Context: an optimization exercise on an open-source flow, tuned for a short achievable clock period and few clock cycles per item. The choices shown serve that exercise and are no tape-out recipe.
In this exercise RTL edits were held to simulation tests only and were not proved equivalent to the original.
No activity file was given, so power comes from the tool's default toggle rates.

## flow/design.v

```verilog
`timescale 1ns/1ps
`default_nettype none
package isaPkg;
    localparam int DATA_W     = 32;
    localparam int REG_ADDR_W = 5;
    localparam int NUM_REGS   = 32;
    localparam logic [5:0] OP_RTYPE = 6'h00;
    localparam logic [5:0] OP_ADDI  = 6'h08;
    localparam logic [5:0] OP_LW    = 6'h23;
    localparam logic [5:0] OP_SW    = 6'h2b;
    localparam logic [5:0] FN_ADD = 6'h20;
    localparam logic [5:0] FN_SUB = 6'h22;
    localparam logic [5:0] FN_AND = 6'h24;
    localparam logic [5:0] FN_OR  = 6'h25;
    localparam logic [5:0] FN_SLT = 6'h2a;
    typedef struct packed {
        logic [5:0]            opcode;
        logic [REG_ADDR_W-1:0] rs;
        logic [REG_ADDR_W-1:0] rt;
        logic [REG_ADDR_W-1:0] rd;
        logic [4:0]            shamt;
        logic [5:0]            funct;
    } rFields_t;
    typedef struct packed {
        logic [5:0]            opcode;
        logic [REG_ADDR_W-1:0] rs;
        logic [REG_ADDR_W-1:0] rt;
        logic [15:0]           imm;
    } iFields_t;
    typedef union packed {
        rFields_t          r;
        iFields_t          i;
        logic [DATA_W-1:0] raw;
    } instrWord_u;
    typedef enum logic [2:0] {
        ALU_ADD = 3'd0,
        ALU_SUB = 3'd1,
        ALU_AND = 3'd2,
        ALU_OR  = 3'd3,
        ALU_SLT = 3'd4
    } aluOp_e;
endpackage
`default_nettype wire
`timescale 1ns/1ps
`default_nettype none
package pipePkg;
    localparam int DATA_W     = 32;
    localparam int REG_ADDR_W = 5;
    typedef struct packed {
        logic add;
        logic sub;
        logic andOp;
        logic orOp;
        logic slt;
        logic load;
    } resSel_t;
endpackage
`default_nettype wire
`timescale 1ns/1ps
`default_nettype none
module registerFile (
    input  logic        clk,
    input  logic        reset_n,
    input  logic [31:0] rselA,      
    input  logic [31:0] rselB,
    input  logic        we,
    input  logic [4:0]  waddr,
    input  logic [31:0] wdata,
    output logic [31:0] rdataA,
    output logic [31:0] rdataB
);
    logic [31:0] regs [32];
    logic [31:0] live;
    assign live[0] = 1'b0;
    assign regs[0] = '0;
    for (genvar k = 1; k < 32; k++) begin : g_reg
        always_ff @(posedge clk or negedge reset_n) begin
            if (!reset_n) begin
                live[k] <= 1'b0;
            end else if (we && waddr == 5'(k)) begin
                live[k] <= 1'b1;
            end
        end
        always_ff @(posedge clk) begin
            if (we && waddr == 5'(k)) begin
                regs[k] <= wdata;
            end
        end
    end
    always_comb begin
        rdataA = '0;
        rdataB = '0;
        for (int k = 1; k < 32; k++) begin
            rdataA = rdataA | ({32{rselA[k] & live[k]}} & regs[k]);
            rdataB = rdataB | ({32{rselB[k] & live[k]}} & regs[k]);
        end
    end
endmodule
`default_nettype wire
`timescale 1ns/1ps
`default_nettype none
module hazardForwardUnit (
    input  logic [4:0] rs,
    input  logic [4:0] rt,
    input  logic       exWrites,
    input  logic [4:0] exDst,
    input  logic       wbWrites,
    input  logic [4:0] wbDst,
    output logic       fwdExA,
    output logic       fwdExB,
    output logic       fwdWbA,
    output logic       fwdWbB
);
    assign fwdExA = exWrites && (exDst == rs);
    assign fwdExB = exWrites && (exDst == rt);
    assign fwdWbA = wbWrites && (wbDst == rs);
    assign fwdWbB = wbWrites && (wbDst == rt);
endmodule
`default_nettype wire
`timescale 1ns/1ps
`default_nettype none
module decodeStage (
    input  logic [31:0]      instr,
    input  logic             valid,
    output logic [4:0]       rs,
    output logic [4:0]       rt,
    output logic [4:0]       dst,
    output logic             writes,      
    output logic             store,
    output logic             bIsImm,      
    output logic             bIsReg,      
    output pipePkg::resSel_t sel,
    output logic [31:0]      imm
);
    logic [5:0] opcode;
    logic [5:0] funct;
    logic       isR;
    logic       isAddi;
    logic       isLw;
    logic       isSw;
    logic       fnAdd, fnSub, fnAnd, fnOr, fnSlt;
    logic       rKnown;
    assign opcode = instr[31:26];
    assign funct  = instr[5:0];
    assign rs     = instr[25:21];
    assign rt     = instr[20:16];
    assign imm    = {{16{instr[15]}}, instr[15:0]};
    assign isR    = (opcode == isaPkg::OP_RTYPE);
    assign isAddi = (opcode == isaPkg::OP_ADDI);
    assign isLw   = (opcode == isaPkg::OP_LW);
    assign isSw   = (opcode == isaPkg::OP_SW);
    assign fnAdd  = isR && (funct == isaPkg::FN_ADD);
    assign fnSub  = isR && (funct == isaPkg::FN_SUB);
    assign fnAnd  = isR && (funct == isaPkg::FN_AND);
    assign fnOr   = isR && (funct == isaPkg::FN_OR);
    assign fnSlt  = isR && (funct == isaPkg::FN_SLT);
    assign rKnown = fnAdd | fnSub | fnAnd | fnOr | fnSlt;
    assign dst    = isR ? instr[15:11] : instr[20:16];
    assign writes = valid && (rKnown || isAddi || isLw) && (dst != 5'd0);
    assign store  = valid && isSw;
    assign bIsImm = isAddi;
    assign bIsReg = rKnown || isSw;
    assign sel.add   = writes && (fnAdd || isAddi);
    assign sel.sub   = writes && fnSub;
    assign sel.andOp = writes && fnAnd;
    assign sel.orOp  = writes && fnOr;
    assign sel.slt   = writes && fnSlt;
    assign sel.load  = writes && isLw;
endmodule
`default_nettype wire
`timescale 1ns/1ps
`default_nettype none
module ksAdd #(
    parameter int W = 32
) (
    input  logic [W-1:0] g,      
    input  logic [W-1:0] p,      
    input  logic         cin,
    output logic [W-1:0] s
);
    localparam int L = $clog2(W);
    logic [W-1:0] gl [L+1];
    logic [W-1:0] pl [L+1];
    always_comb begin
        gl[0]    = g;
        pl[0]    = p;
        gl[0][0] = g[0] | (p[0] & cin);
        for (int l = 0; l < L; l++) begin
            for (int i = 0; i < W; i++) begin
                if (i >= (1 << l)) begin
                    gl[l+1][i] = gl[l][i] | (pl[l][i] & gl[l][i - (1 << l)]);
                    pl[l+1][i] = pl[l][i] & pl[l][i - (1 << l)];
                end else begin
                    gl[l+1][i] = gl[l][i];
                    pl[l+1][i] = pl[l][i];
                end
            end
        end
    end
    if (W > 1) begin : g_wide
        assign s = p ^ {gl[L][W-2:0], cin};
    end else begin : g_one
        assign s = p ^ cin;
    end
endmodule
module idxAdd3 (
    input  logic [7:0] x,
    input  logic [7:0] y,
    input  logic [7:0] z,
    input  logic       cin,
    output logic [5:0] idx
);
    logic [7:0] sv, cv, s;
    assign sv = x ^ y ^ z;
    assign cv = {(x[6:0] & y[6:0]) | (x[6:0] & z[6:0]) | (y[6:0] & z[6:0]), cin};
    ksAdd #(.W(8)) u_add (.g(sv & cv), .p(sv ^ cv), .cin(1'b0), .s(s));
    assign idx = s[7:2];
endmodule
module executeStage (
    input  logic [31:0]      eA,
    input  logic [31:0]      eB,
    input  logic [31:0]      eStData,    
    input  logic [31:0]      wRes,
    input  logic             fwdA,
    input  logic             fwdB,
    input  logic [31:0]      loadData,
    input  pipePkg::resSel_t sel,
    input  logic [7:0]       nextOff,    
    input  logic [5:0]       loadIdx,    
    output logic [31:0]      storeData,
    output logic [31:0]      result,
    output logic [5:0]       fwdIdx
);
    logic [31:0] a, b;
    logic [31:0] orv;
    logic [31:0] p, g, gs;
    logic [31:0] sum, diff;
    logic        lt;
    logic [7:0]  offP1;
    logic [5:0]  idxAdd, idxSub, idxAnd, idxOr, idxSlt;
    assign a = fwdA ? wRes : eA;
    assign b = fwdB ? wRes : eB;
    assign storeData = fwdB ? wRes : eStData;
    assign p  = fwdA ? (fwdB ? 32'd0 : (wRes ^ eB)) : (fwdB ? (eA ^ wRes) : (eA ^ eB));
    assign g  = a & b;
    assign gs = a & ~b;
    ksAdd #(.W(32)) u_sum  (.g(g),  .p(p),  .cin(1'b0), .s(sum));
    ksAdd #(.W(32)) u_diff (.g(gs), .p(~p), .cin(1'b1), .s(diff));
    assign lt = p[31] ? a[31] : diff[31];
    assign orv = p | g;
    assign result = ({32{sel.add}}   & sum)
                  | ({32{sel.sub}}   & diff)
                  | ({32{sel.andOp}} & g)
                  | ({32{sel.orOp}}  & orv)
                  | ({32{sel.load}}  & loadData)
                  | {31'd0, sel.slt & lt};
    idxAdd3 u_idxAdd (.x(p[7:0]),  .y({g[6:0], 1'b0}),  .z(nextOff), .cin(1'b0), .idx(idxAdd));
    idxAdd3 u_idxSub (.x(~p[7:0]), .y({gs[6:0], 1'b1}), .z(nextOff), .cin(1'b0), .idx(idxSub));
    idxAdd3 u_idxAnd (.x(g[7:0]),   .y(8'd0), .z(nextOff), .cin(1'b0), .idx(idxAnd));
    idxAdd3 u_idxOr  (.x(orv[7:0]), .y(8'd0), .z(nextOff), .cin(1'b0), .idx(idxOr));
    assign offP1  = nextOff + 8'd1;
    assign idxSlt = lt ? offP1[7:2] : nextOff[7:2];
    assign fwdIdx = ({6{sel.add}}   & idxAdd)
                  | ({6{sel.sub}}   & idxSub)
                  | ({6{sel.andOp}} & idxAnd)
                  | ({6{sel.orOp}}  & idxOr)
                  | ({6{sel.slt}}   & idxSlt)
                  | ({6{sel.load}}  & loadIdx);
endmodule
`default_nettype wire
`timescale 1ns/1ps
`default_nettype none
module memoryStage (
    input  logic        clk,
    input  logic [7:0]  hiSel,      
    input  logic [7:0]  loSel,      
    input  logic        we,
    input  logic [31:0] wdata,
    input  logic [7:0]  offset,     
    output logic [31:0] rdata,
    output logic [5:0]  rIdxNext    
);
    logic [31:0] dmem [64];
    logic [5:0]  wsum [64];
    for (genvar w = 0; w < 64; w++) begin : g_word
        logic [7:0] s;
        assign s       = dmem[w][7:0] + offset;
        assign wsum[w] = s[7:2];
        always_ff @(posedge clk) begin
            if (we && hiSel[w / 8] && loSel[w % 8]) begin
                dmem[w] <= wdata;
            end
        end
    end
    always_comb begin
        logic [31:0] part;
        logic [5:0]  partIdx;
        rdata    = '0;
        rIdxNext = '0;
        for (int h = 0; h < 8; h++) begin
            part    = '0;
            partIdx = '0;
            for (int l = 0; l < 8; l++) begin
                part    = part    | ({32{loSel[l]}} & dmem[h * 8 + l]);
                partIdx = partIdx | ({6{loSel[l]}}  & wsum[h * 8 + l]);
            end
            rdata    = rdata    | ({32{hiSel[h]}} & part);
            rIdxNext = rIdxNext | ({6{hiSel[h]}}  & partIdx);
        end
    end
endmodule
`default_nettype wire
`timescale 1ns/1ps
`default_nettype none
module mipsPipe (
    input  logic        clk,
    input  logic        reset_n,
    input  logic [31:0] instr,
    input  logic        instrValid,
    output logic        instrReady,
    output logic        wbValid,
    output logic [4:0]  wbAddr,
    output logic [31:0] wbData
);
    logic        fValid;
    logic [31:0] fInstr;
    logic [31:0] fRsHot;
    logic [31:0] fRtHot;
    assign instrReady = 1'b1;
    always_ff @(posedge clk or negedge reset_n) begin
        if (!reset_n) fValid <= 1'b0;
        else          fValid <= instrValid;
    end
    always_ff @(posedge clk) begin
        fInstr <= instr;
        fRsHot <= 32'd1 << instr[25:21];
        fRtHot <= 32'd1 << instr[20:16];
    end
    logic [4:0]       dRs, dRt, dDst;
    logic             dWrites, dStore, dBIsImm, dBIsReg;
    pipePkg::resSel_t dSel;
    logic [31:0]      dImm;
    logic [31:0]      rdA, rdB;
    logic [31:0]      dOpA, dOpB;
    logic [7:0]       dOff, dAddr;
    logic [5:0]       dIdx;
    logic             fwdExA, fwdExB, fwdWbA, fwdWbB;
    logic             eWrites, eStore, eFwdA, eFwdB;
    pipePkg::resSel_t eSel;
    logic [4:0]       eDst;
    logic [31:0]      eA, eB, eStData;
    logic [7:0]       eHi, eLo;     
    logic             wWrites;
    logic [4:0]       wDst;
    logic [31:0]      wRes;     
    logic [31:0]      wData;    
    logic             oValid;   
    logic [4:0]       oAddr;
    logic [31:0]      oData;
    decodeStage u_decodeStage (
        .instr  (fInstr),
        .valid  (fValid),
        .rs     (dRs),
        .rt     (dRt),
        .dst    (dDst),
        .writes (dWrites),
        .store  (dStore),
        .bIsImm (dBIsImm),
        .bIsReg (dBIsReg),
        .sel    (dSel),
        .imm    (dImm)
    );
    registerFile u_registerFile (
        .clk     (clk),
        .reset_n (reset_n),
        .rselA   (fRsHot),
        .rselB   (fRtHot),
        .we      (wWrites),
        .waddr   (wDst),
        .wdata   (wData),
        .rdataA  (rdA),
        .rdataB  (rdB)
    );
    hazardForwardUnit u_hazardForwardUnit (
        .rs       (dRs),
        .rt       (dRt),
        .exWrites (eWrites),
        .exDst    (eDst),
        .wbWrites (wWrites),
        .wbDst    (wDst),
        .fwdExA   (fwdExA),
        .fwdExB   (fwdExB),
        .fwdWbA   (fwdWbA),
        .fwdWbB   (fwdWbB)
    );
    assign dOpA   = fwdWbA ? wData : rdA;
    assign dOpB   = fwdWbB ? wData : rdB;
    assign dOff   = fInstr[7:0];
    assign dAddr  = dOpA[7:0] + dOff;
    logic [31:0] storeData;
    logic [31:0] loadData;
    logic [31:0] result;
    logic [5:0]  idxLoad, idxFwd;
    memoryStage u_memoryStage (
        .clk      (clk),
        .hiSel    (eHi),
        .loSel    (eLo),
        .we       (eStore),
        .wdata    (storeData),
        .offset   (dOff),
        .rdata    (loadData),
        .rIdxNext (idxLoad)
    );
    executeStage u_executeStage (
        .eA       (eA),
        .eB       (eB),
        .eStData  (eStData),
        .wRes     (wRes),
        .fwdA     (eFwdA),
        .fwdB     (eFwdB),
        .loadData (loadData),
        .sel      (eSel),
        .nextOff  (dOff),
        .loadIdx  (idxLoad),
        .storeData(storeData),
        .result   (result),
        .fwdIdx   (idxFwd)
    );
    assign dIdx = fwdExA ? idxFwd : dAddr[7:2];
    always_ff @(posedge clk or negedge reset_n) begin
        if (!reset_n) begin
            eWrites <= 1'b0;
            eStore  <= 1'b0;
            eFwdA   <= 1'b0;
            eFwdB   <= 1'b0;
            eSel    <= '0;
        end else begin
            eWrites <= dWrites;
            eStore  <= dStore;
            eFwdA   <= fwdExA;
            eFwdB   <= fwdExB && dBIsReg;
            eSel    <= dSel;
        end
    end
    always_ff @(posedge clk) begin
        eDst <= dDst;
        eA   <= dOpA;
        eB   <= dBIsImm ? dImm : dOpB;
        eStData <= dOpB;
        eHi  <= 8'd1 << dIdx[5:3];
        eLo  <= 8'd1 << dIdx[2:0];
    end
    always_ff @(posedge clk or negedge reset_n) begin
        if (!reset_n) begin
            wWrites <= 1'b0;
            oValid  <= 1'b0;
        end else begin
            wWrites <= eWrites;
            oValid  <= |eSel;    
        end
    end
    always_ff @(posedge clk) begin
        wRes <= result;
        wDst <= eDst;
        if (eWrites) begin
            wData <= result;
        end
        if (|eSel) begin
            oData <= result;
        end
        oAddr <= eDst & {5{eWrites}};
    end
    assign wbValid = oValid;
    assign wbAddr  = oAddr;
    assign wbData  = oData;
endmodule
`default_nettype wire
`timescale 1ns/1ps
`default_nettype none
module mipsPipeTop (
    input  logic        clk,
    input  logic        reset_n,
    input  logic [31:0] instr,
    input  logic        instrValid,
    output logic        instrReady,
    output logic        wbValid,
    output logic [4:0]  wbAddr,
    output logic [31:0] wbData
);
    mipsPipe u_mipsPipe (
        .clk        (clk),
        .reset_n    (reset_n),
        .instr      (instr),
        .instrValid (instrValid),
        .instrReady (instrReady),
        .wbValid    (wbValid),
        .wbAddr     (wbAddr),
        .wbData     (wbData)
    );
endmodule
`default_nettype wire
```

## flow/flow/run.sh

```bash
#!/bin/bash
# The standard layout, with one change: Yosys does not extract half and full
# adder cells (ADDER_MAP_FILE empty), so ABC maps the adders with the rest of
# the logic. Synthesis is otherwise the standard one, so the registers are the
# same. Each tool's output is kept in orfs/logs; the make output in layout.log.
set -euo pipefail
export ADDER_MAP_FILE=
bash standard.sh > layout.log 2>&1
```

## flow/standard.sh

```bash
#!/bin/bash
# synth_recipe.tcl (not shown) runs the flow's synth.tcl, then flattens the netlist and writes it again
# the make line also repeats each setting of config.mk as NAME=value (left out here)
make -C /OpenROAD-flow-scripts/flow DESIGN_CONFIG=/design/flow/config.mk WORK_HOME=/design/flow/orfs CLKGATE_MAP_FILE= SYNTH_SCRIPT=/design/flow/synth_recipe.tcl "${@:-finish}"
```

## flow/config.mk

```make
export PLATFORM = sky130hd
export DESIGN_NAME = mipsPipeTop
export DESIGN_NICKNAME = mipsPipeTop
export VERILOG_FILES = /design/flow/design.v
export SDC_FILE = /design/flow/constraint.sdc
export NUM_CORES = 4
export LEC_CHECK = 0
export CAP_MARGIN = 20
export CORE_MARGIN = 2
export CORE_UTILIZATION = 30
export CTS_CLUSTER_DIAMETER = 60
export CTS_CLUSTER_SIZE = 30
export PLACE_DENSITY = 0.45
export SETUP_SLACK_MARGIN = 4.0
export SLEW_MARGIN = 20
export SYNTH_HIERARCHICAL = 1
export SYNTH_MINIMUM_KEEP_SIZE = 0
export TNS_END_PERCENT = 10
```

## flow/constraint.sdc

```tcl
create_clock -name core_clock -period 6.5 [get_ports {clk}]
set_input_delay 1.3000 -clock core_clock [delete_from_list [all_inputs] [get_ports {clk}]]
set_output_delay 1.3000 -clock core_clock [all_outputs]
set_load 0.01 [all_outputs]
```

==> run notes <==
Final period util 0.8021; commonest non-fill, non-tap cell in the layout edfxtp_1; final hold slack around 0.43 ns; Core Area 513,000 sq um; Die X 721.8 microns; Syn Area/Cell approximately 13 sq um; MaxCap Viol Count 0; Vias 117,700; worst hold path type flop to flop; final-layout fill cell count 48,790; status finished clean; final setup fails 0; HPWL Detailed 415.0 mm; first-pass GRT wire length between 900 and 1000 mm; Worst setup SP type flop; Syn. warnings 18; RSZ-0062 raised after global routing true; Inserted Clock Buffers 320; Chip Height ~720 microns; final net count ~12,000; die area 520,900 sq um; vias in the first global route 111,800; critical path arrival 6.12 ns; Via density 6.185; required time of the critical path 7.40 ns; FMAX 191.8 MHz; Initial Util 0.3013; CP Class flop to flop; DRT Wirelength 705.4 mm; Min Clock Period, post-route around 5.2 ns; Setup Skew 0.08537 ns; routability-driven placement congestion ratio 0.9190; clock slew seen by the registers of the worst setup and hold paths roughly 0.070 ns; Max Root-Sink Buffers 4; CTS tree built; H-tree Lvls 5; # IOs 74; Tot GR Track Use 0.2591; GRT Residual Overflow 0; router iterations before antenna repair 7; Rel. slew slack 0.2094; Crit Path Max Fanout 7; antenna violation net count after detailed routing 0; aggregate negative setup slack 0 ns; root buffer cell clkbuf_16; Worst setup EP type flop; cell row count between 200 and 300; Mapped Area 154,600 sq um; worst slew pin tran 1.185 ns; initial antenna violation count 56; share of cells above drive strength 1 0.1876; PortBufs 72; Layout Area Growth over Synthesis 18.54%; Routed WL per cell 37.08 microns; Max VDD drop approximately 0.00021 V; Pleak 55.58 nW; Max Slew Vio Count 0; P per Cell Area ~270 nW/um^2; Final Hold Viols 0; CTS sink cnt 3,401; most frequent cells in the layout edfxtp_1 (3,104), a22oi_1 (1,408), nand3_1 (773); largest net degree at the start of global routing between 80 and 90; Clock Latency Late Sink about 1.0 ns; power after layout 0.04864 W; Remaining DRCs 0; Mapped Cells 11,670; DR iter-0 viols 18,230
==> worst max-delay path, stage by stage, from the launching register on <==
cell and delay (ns):
dfrtp_4 0.57, buf_8 0.17, mux2i_2 0.18, xor2_1 0.26, o22ai_4 0.12, inv_4 0.09, o211ai_1 0.11, nor3_2 0.23
nand4_1 0.25, a21oi_4 0.32, a311oi_4 0.18, o41ai_4 0.55, xor2_2 0.30, nor2_1 0.08, o21a_1 0.22, a2111oi_4 0.35
buf_6 0.20, buf_6 0.10, a21o_1 0.15, nand3_4 0.13, or3_1 0.43, o31ai_2 0.08
==> final cells by class <==
cell class	count	area, sq um	share of cell area
well taps	6757	8454	0.04615
flip-flops and latches	3401	99550	0.5434
repair buffers	821	8921	0.04870
repair inverters	1	5.005	0.00002732
multi-input cells	7285	54220	0.2959
inverters	116	481.7	0.002629
diodes	43	107.6	0.0005874
clock buffers	343	8232	0.04493
clock inverters	255	3233	0.01765
==> routing by layer <==
layer | vias to the layer above | wire [microns] | GRT usage
met1 | 60400 | 271900 | 0.3290
met2 | 7855 | 316200 | 0.4063
met3 | 2042 | 70630 | 0.06368
met4 | 14 | 46590 | 0.1402
li1 | 47350 | - | -
met5 | - | 130 | 0
==> flip-flops by register name, indices dropped and copies added, names as in the netlist, 32 cells and up <==
signal	flops
u_mipsPipe.wRes	32
u_mipsPipe.eA	32
u_mipsPipe.u_memoryStage.dmem	2048
u_mipsPipe.eStData	32
u_mipsPipe.oData	32
u_mipsPipe.eB	32
u_mipsPipe.wData	32
u_mipsPipe.fInstr	32
u_mipsPipe.u_registerFile.regs	992
==> where the power goes <==
group	switching, W	total (W)	internal, W
sequential	0.000145	0.0238	0.0236
combinational	0.00279	0.00420	0.00141
clock	0.0102	0.0207	0.0105
total	0.0131	0.0486	0.0355
==> through the flow <==
| step | instance area (sq um) | util | std cells | setup slack [ns] |
|---|---|---|---|---|
| 4_1_cts | 181400 | 0.3536 | 18900 | 1.268 |
| 5_1_grt | 183100 | 0.3570 | 18990 | 1.160 |
| 2_1_floorplan | 155100 | - | 11720 | 1.963 |
| 3_5_place_dp | 164700 | 0.3210 | 18080 | 0.4483 |
| 3_3_place_gp | 164600 | 0.3208 | 18070 | 0.2802 |
| 6_report | 183200 | 0.3571 | 19020 | 1.286 |
==> repair_timing <==
item                                    4_1_cts  5_1_grt
endpoints found under the setup margin     2867     1891
gates cloned                                 17        8
setup buffers                               207       57
resized for setup                           794      196
pin swaps                                   203       91
hold buffers                                  0        0
==> final timing paths <==
check                      depth (start not counted)               start                                 end  slack, ns
max reg2reg                                       21    u_mipsPipe.eFwdB                   u_mipsPipe.eHi[1]       1.29
min                                                0  u_mipsPipe.eDst[0]                  u_mipsPipe.wDst[0]       0.43
max in group asynchronous                          2             reset_n                   u_mipsPipe.eStore       5.19
min reg2reg                                        0  u_mipsPipe.eDst[0]                  u_mipsPipe.wDst[0]       0.43
max                                               21    u_mipsPipe.eFwdB                   u_mipsPipe.eHi[1]       1.29
min in group asynchronous                          2             reset_n  u_mipsPipe.u_registerFile.live[31]       0.48
Testbench counts, summed over its fixed seeds: cycles 12,024, items 12,000.

-- re-timing with driven ports --
In the flow no input, the clock included, has a driving cell. The finished layout below was timed again as built, in two steps. Step 1 sets driving cells, clkbuf_16 on the clock port and buf_2 on the other inputs (assumed; they add their load-dependent delay and slew). Step 2 times the ports against the registers' clock, not the clock port: input delays grow and output delays shrink by t, the midpoint of the rising clock arrivals with the driver on. a / b / c = no drivers / after step 1 / after step 2; a / b = the first two.
t, ns: 1.130
slack for setup (ns): 1.286 / 1.286 / 1.286
worst setup path at the end: register to register
slew at the worst register clock pin (ns): 0.10 / 0.10
After both steps this run still meets setup and hold. The setup slack of this run moves by 0.000 ns with the drivers and by 0.000 ns with both steps.
